This design comes from an exercise in tuning for small area, a short achievable clock period and few clock cycles per item on the open sky130 flow, not from production work. The RTL was checked by simulation tests, not by an equivalence proof against the original design. Power figures rest on the tool's default switching activity, not on a simulated workload.

## requant_pack
module requant_pack #(
  parameter int MULT_W = 16,
  parameter int LANES  = 4
) (
  input  logic              ACLK,
  input  logic              ARESETN,
  input  logic [31:0]       SD_AXIS_TDATA,
  input  logic              SD_AXIS_TVALID,
  input  logic              SD_AXIS_TLAST,
  output logic              SD_AXIS_TREADY,
  input  logic [MULT_W-1:0] CFG_MULT,
  input  logic [4:0]        CFG_SHIFT,
  input  logic [7:0]        CFG_ZP,
  output logic [31:0]       MO_AXIS_TDATA,
  output logic [3:0]        MO_AXIS_TKEEP,
  output logic              MO_AXIS_TLAST,
  output logic              MO_AXIS_TVALID,
  input  logic              MO_AXIS_TREADY
);
Size in the first run: ~2400 cells after synthesis, about 23000 um^2 of cells after synthesis.
Settings: LEC_CHECK=0, CAP_MARGIN=20, CORE_MARGIN=2, CORE_UTILIZATION=40, SLEW_MARGIN=20, SYNTH_HIERARCHICAL=1, SYNTH_MINIMUM_KEEP_SIZE=0, SETUP_SLACK_MARGIN=6.6; clock period 10.0 ns.
standard.sh (not shown) runs the stock make flow with config.mk's settings and CLKGATE_MAP_FILE= SYNTH_SCRIPT=/design/flow/synth_recipe.tcl, a recipe that flattens the netlist after the stock synthesis.
==> flow/flow/run.sh <==
#!/bin/bash
set -e
echo "export SETUP_SLACK_MARGIN = 6.6" >> "$FLOW_CONFIG"
bash standard.sh > standard.log 2>&1
The baseline finished clean.
Testbench counts at the start, summed over its fixed seeds: cycles 16,416, items 16,384.
Next try:
==> flow/run.sh (new file) <==
#!/bin/bash
# synth_recipe.tcl (not shown) runs the flow's synth.tcl, then flattens the netlist and writes it again
# the make line also repeats each setting of config.mk as NAME=value (left out here)
make -C /OpenROAD-flow-scripts/flow DESIGN_CONFIG=/design/flow/config.mk WORK_HOME=/design/flow/orfs CLKGATE_MAP_FILE= SYNTH_SCRIPT=/design/flow/synth_recipe.tcl finish
Settings changed: SETUP_SLACK_MARGIN 6.6 to 5.
removed: flow/flow/run.sh
removed: flow/standard.sh
=>
- via count shrinks by 1.4%
- final area came out lower by 4.7%
- non-clock buffer count fell by 40
- clock-buffer cell count decreases by 3
- wire length drops by 2.3%
- power went down by 7.1%
Next try:
==> flow/flow/run.sh (new file) <==
#!/bin/bash
set -e
echo "export SETUP_SLACK_MARGIN = 6.6" >> "$FLOW_CONFIG"
echo "export BUFFER_PORTS_ARGS = -buffer_cell sky130_fd_sc_hd__buf_2" >> "$FLOW_CONFIG"
bash standard.sh > standard.log 2>&1
==> flow/standard.sh (new file) <==
#!/bin/bash
# synth_recipe.tcl (not shown) runs the flow's synth.tcl, then flattens the netlist and writes it again
# the make line also repeats each setting of config.mk as NAME=value (left out here)
make -C /OpenROAD-flow-scripts/flow DESIGN_CONFIG=/design/flow/config.mk WORK_HOME=/design/flow/orfs CLKGATE_MAP_FILE= SYNTH_SCRIPT=/design/flow/synth_recipe.tcl "${@:-finish}"
Settings changed: BUFFER_PORTS_ARGS set to -buffer_cell sky130_fd_sc_hd__buf_2, CTS_BUF_LIST set to sky130_fd_sc_hd__clkbuf_8, SETUP_SLACK_MARGIN 5 to 6.6.
removed: flow/run.sh
What happened: The changed run passed the timing, design-rule and antenna checks. Combinational power goes up by about 10%. Setup slack improves by 960 ps. Routed wire length came out higher by about 2.4%. Synthesized cell count is unchanged. Clock-buffer cell count grows by 15. Total power increases by 4.6%.

========
job 5507:
Another version of the RTL of requant_pack (not shown whole).
Size: ~110 I/O pins, about 27000 sq um of cells after synthesis.
Settings: LEC_CHECK=0, ABC_AREA=1, CAP_MARGIN=20, CORE_MARGIN=2, CORE_UTILIZATION=40, CTS_BUF_LIST=sky130_fd_sc_hd__clkbuf_8, SLEW_MARGIN=20, SYNTH_HIERARCHICAL=1, SYNTH_MINIMUM_KEEP_SIZE=0, SETUP_SLACK_MARGIN=6.6, BUFFER_PORTS_ARGS=-buffer_cell sky130_fd_sc_hd__buf_2; clock period 10.0 ns.
==> flow/flow/run.sh <==
#!/bin/bash
set -e
echo "export SETUP_SLACK_MARGIN = 6.6" >> "$FLOW_CONFIG"
echo "export BUFFER_PORTS_ARGS = -buffer_cell sky130_fd_sc_hd__buf_2" >> "$FLOW_CONFIG"
bash standard.sh > standard.log 2>&1
Testbench counts of job 5507, summed over its fixed seeds: cycles 16,416, items 16,384.
Edits applied to the flow inputs when going from job 5507 to job 4257:
diff --git a/flow/config.mk b/flow/config.mk
--- a/flow/config.mk
+++ b/flow/config.mk
@@ -6,5 +6,4 @@
 export NUM_CORES = 4
 export LEC_CHECK = 0
-export ABC_AREA = 1
 export CAP_MARGIN = 20
 export CORE_MARGIN = 2
==> comparison <==
- The higher sequential share of layout area of job 4257 and job 5507 is in job 4257.
- Diff job 5507 -> job 4257: share of post-route cells with drive strength above 1 increased 6.9 points, layout filler cell count shrank by 32%.
### job 4257 -> job 7043
==> flow/flow/run.sh <==
#!/bin/bash
set -e
echo "export SETUP_SLACK_MARGIN = 6.7" >> "$FLOW_CONFIG"
echo "export BUFFER_PORTS_ARGS = -buffer_cell sky130_fd_sc_hd__buf_2" >> "$FLOW_CONFIG"
bash standard.sh > standard.log 2>&1
diff --git a/flow/config.mk b/flow/config.mk
--- a/flow/config.mk
+++ b/flow/config.mk
@@ -10,7 +10,9 @@
 export CORE_UTILIZATION = 40
 export CTS_BUF_LIST = sky130_fd_sc_hd__clkbuf_8
+export CTS_CLUSTER_DIAMETER = 60
+export CTS_CLUSTER_SIZE = 20
 export SLEW_MARGIN = 20
 export SYNTH_HIERARCHICAL = 1
 export SYNTH_MINIMUM_KEEP_SIZE = 0
-export SETUP_SLACK_MARGIN = 6.6
+export SETUP_SLACK_MARGIN = 6.7
 export BUFFER_PORTS_ARGS = -buffer_cell sky130_fd_sc_hd__buf_2
Findings:
Job 7043 went all the way through the flow, and no timing, DRC or antenna check failed.
Diff job 4257 -> job 7043: count of inverters not on the clock network in the layout has increased, met2 wirelength from detailed routing has increased, wire length on met3 has decreased.
Relative to job 7043, the following input files were edited for job 3654:
==> flow/flow/run.sh <==
#!/bin/bash
set -e
echo "export SETUP_SLACK_MARGIN = 6.6" >> "$FLOW_CONFIG"
echo "export BUFFER_PORTS_ARGS = -buffer_cell sky130_fd_sc_hd__buf_2" >> "$FLOW_CONFIG"
bash standard.sh > standard.log 2>&1
diff --git a/flow/config.mk b/flow/config.mk
--- a/flow/config.mk
+++ b/flow/config.mk
@@ -8,11 +8,12 @@
 export CAP_MARGIN = 20
 export CORE_MARGIN = 2
-export CORE_UTILIZATION = 40
+export CORE_UTILIZATION = 50
 export CTS_BUF_LIST = sky130_fd_sc_hd__clkbuf_8
 export CTS_CLUSTER_DIAMETER = 60
 export CTS_CLUSTER_SIZE = 20
+export PLACE_DENSITY = 0.65
 export SLEW_MARGIN = 20
 export SYNTH_HIERARCHICAL = 1
 export SYNTH_MINIMUM_KEEP_SIZE = 0
-export SETUP_SLACK_MARGIN = 6.7
+export SETUP_SLACK_MARGIN = 6.6
 export BUFFER_PORTS_ARGS = -buffer_cell sky130_fd_sc_hd__buf_2
==> results.txt <==
Re wire length: job 3654 is about 4.6% down on job 7043.
Sort job 7043 and job 3654 by clock power desc -> top: job 7043
Diff job 7043 -> job 3654 | number of placed instances with taps included | decrease of 151
Non-clock buffer count of job 3654 falls short of that of job 7043 by more than 10%.
Est. power | job 3654 vs job 7043 | job 3654 lower
Job 3654 vs job 7043, layout-stage area growth over the synthesis result went down by 5.3 points.
Relative to job 3654, the following input files were edited for job 6245:
diff --git a/flow/config.mk b/flow/config.mk
--- a/flow/config.mk
+++ b/flow/config.mk
@@ -8,9 +8,8 @@
 export CAP_MARGIN = 20
 export CORE_MARGIN = 2
-export CORE_UTILIZATION = 50
+export CORE_UTILIZATION = 40
 export CTS_BUF_LIST = sky130_fd_sc_hd__clkbuf_8
 export CTS_CLUSTER_DIAMETER = 60
 export CTS_CLUSTER_SIZE = 20
-export PLACE_DENSITY = 0.65
 export SLEW_MARGIN = 20
 export SYNTH_HIERARCHICAL = 1
==> results.txt <==
The final layout from job 6245, which completed every stage, passed the timing, design-rule and antenna checks at the end of the flow.
Job 6245 vs. job 3654: area of combinational cells with multiple inputs rose by 120 sq um, combinational share of power stayed essentially flat, final worst-path setup slack fell by 12 ps, number of optimization iterations in the first detailed-route pass rose by about 4.5%.
Summary of the comparison: global routing usage on met1 is lower in job 6245, relative to job 3654.
For the logic depth of the worst path, buffers included, job 6245 came in 4 higher than job 3654 did.
Comparing job 3654 against job 6245, there is no change at all in number of antenna repair diodes.
Between job 6245 and job 3654, it is job 6245 whose highest cell delay on the worst timing path is lower, by 100 ps.
The faster design of the two is job 3654; job 6245 tops out lower.
Job 6245 reports a higher post-layout minimum cycle time than job 3654 does.

[static timing again, ports no longer ideal]
In the flow no input, the clock included, has a driving cell. The finished layouts below were timed again as built, in two steps. Step 1 (the two cells are an assumption about what drives the block):
set clk [get_ports {ACLK}]
set_driving_cell -lib_cell sky130_fd_sc_hd__clkbuf_16 $clk
set_driving_cell -lib_cell sky130_fd_sc_hd__buf_2 [delete_from_list [all_inputs] $clk]
Step 2 moves the port delays by t, midway between the first and last clock arrival at a register: inputs arrive t later, outputs are due t later. That takes back most of the time a late clock gives input paths. Slacks: ideal / step 1 / step 2; pairs: ideal / step 1.
run	t, ns	slack for setup (ns)	clock arrival spread, ns
the first run of note 1	0.598	6.550 / 6.550 / 6.122	0.022 / 0.022
the second run of note 1	0.613	5.616 / 5.616 / 5.616	0.019 / 0.019
the third run of note 1	0.706	6.577 / 6.577 / 6.157	0.057 / 0.056
job 5507	0.711	6.693 / 6.635 / 6.247	0.055 / 0.055
job 4257	0.680	6.609 / 6.609 / 6.175	0.042 / 0.043
job 7043	0.694	6.678 / 6.671 / 6.312	0.063 / 0.063
job 3654	0.669	6.637 / 6.637 / 6.224	0.049 / 0.049
job 6245	0.683	6.625 / 6.625 / 6.207	0.081 / 0.081
After both steps every run listed still meets setup and hold. The setup slack of job 5507, which loses most, moves by -0.058 ns with the drivers and by -0.446 ns with both steps.
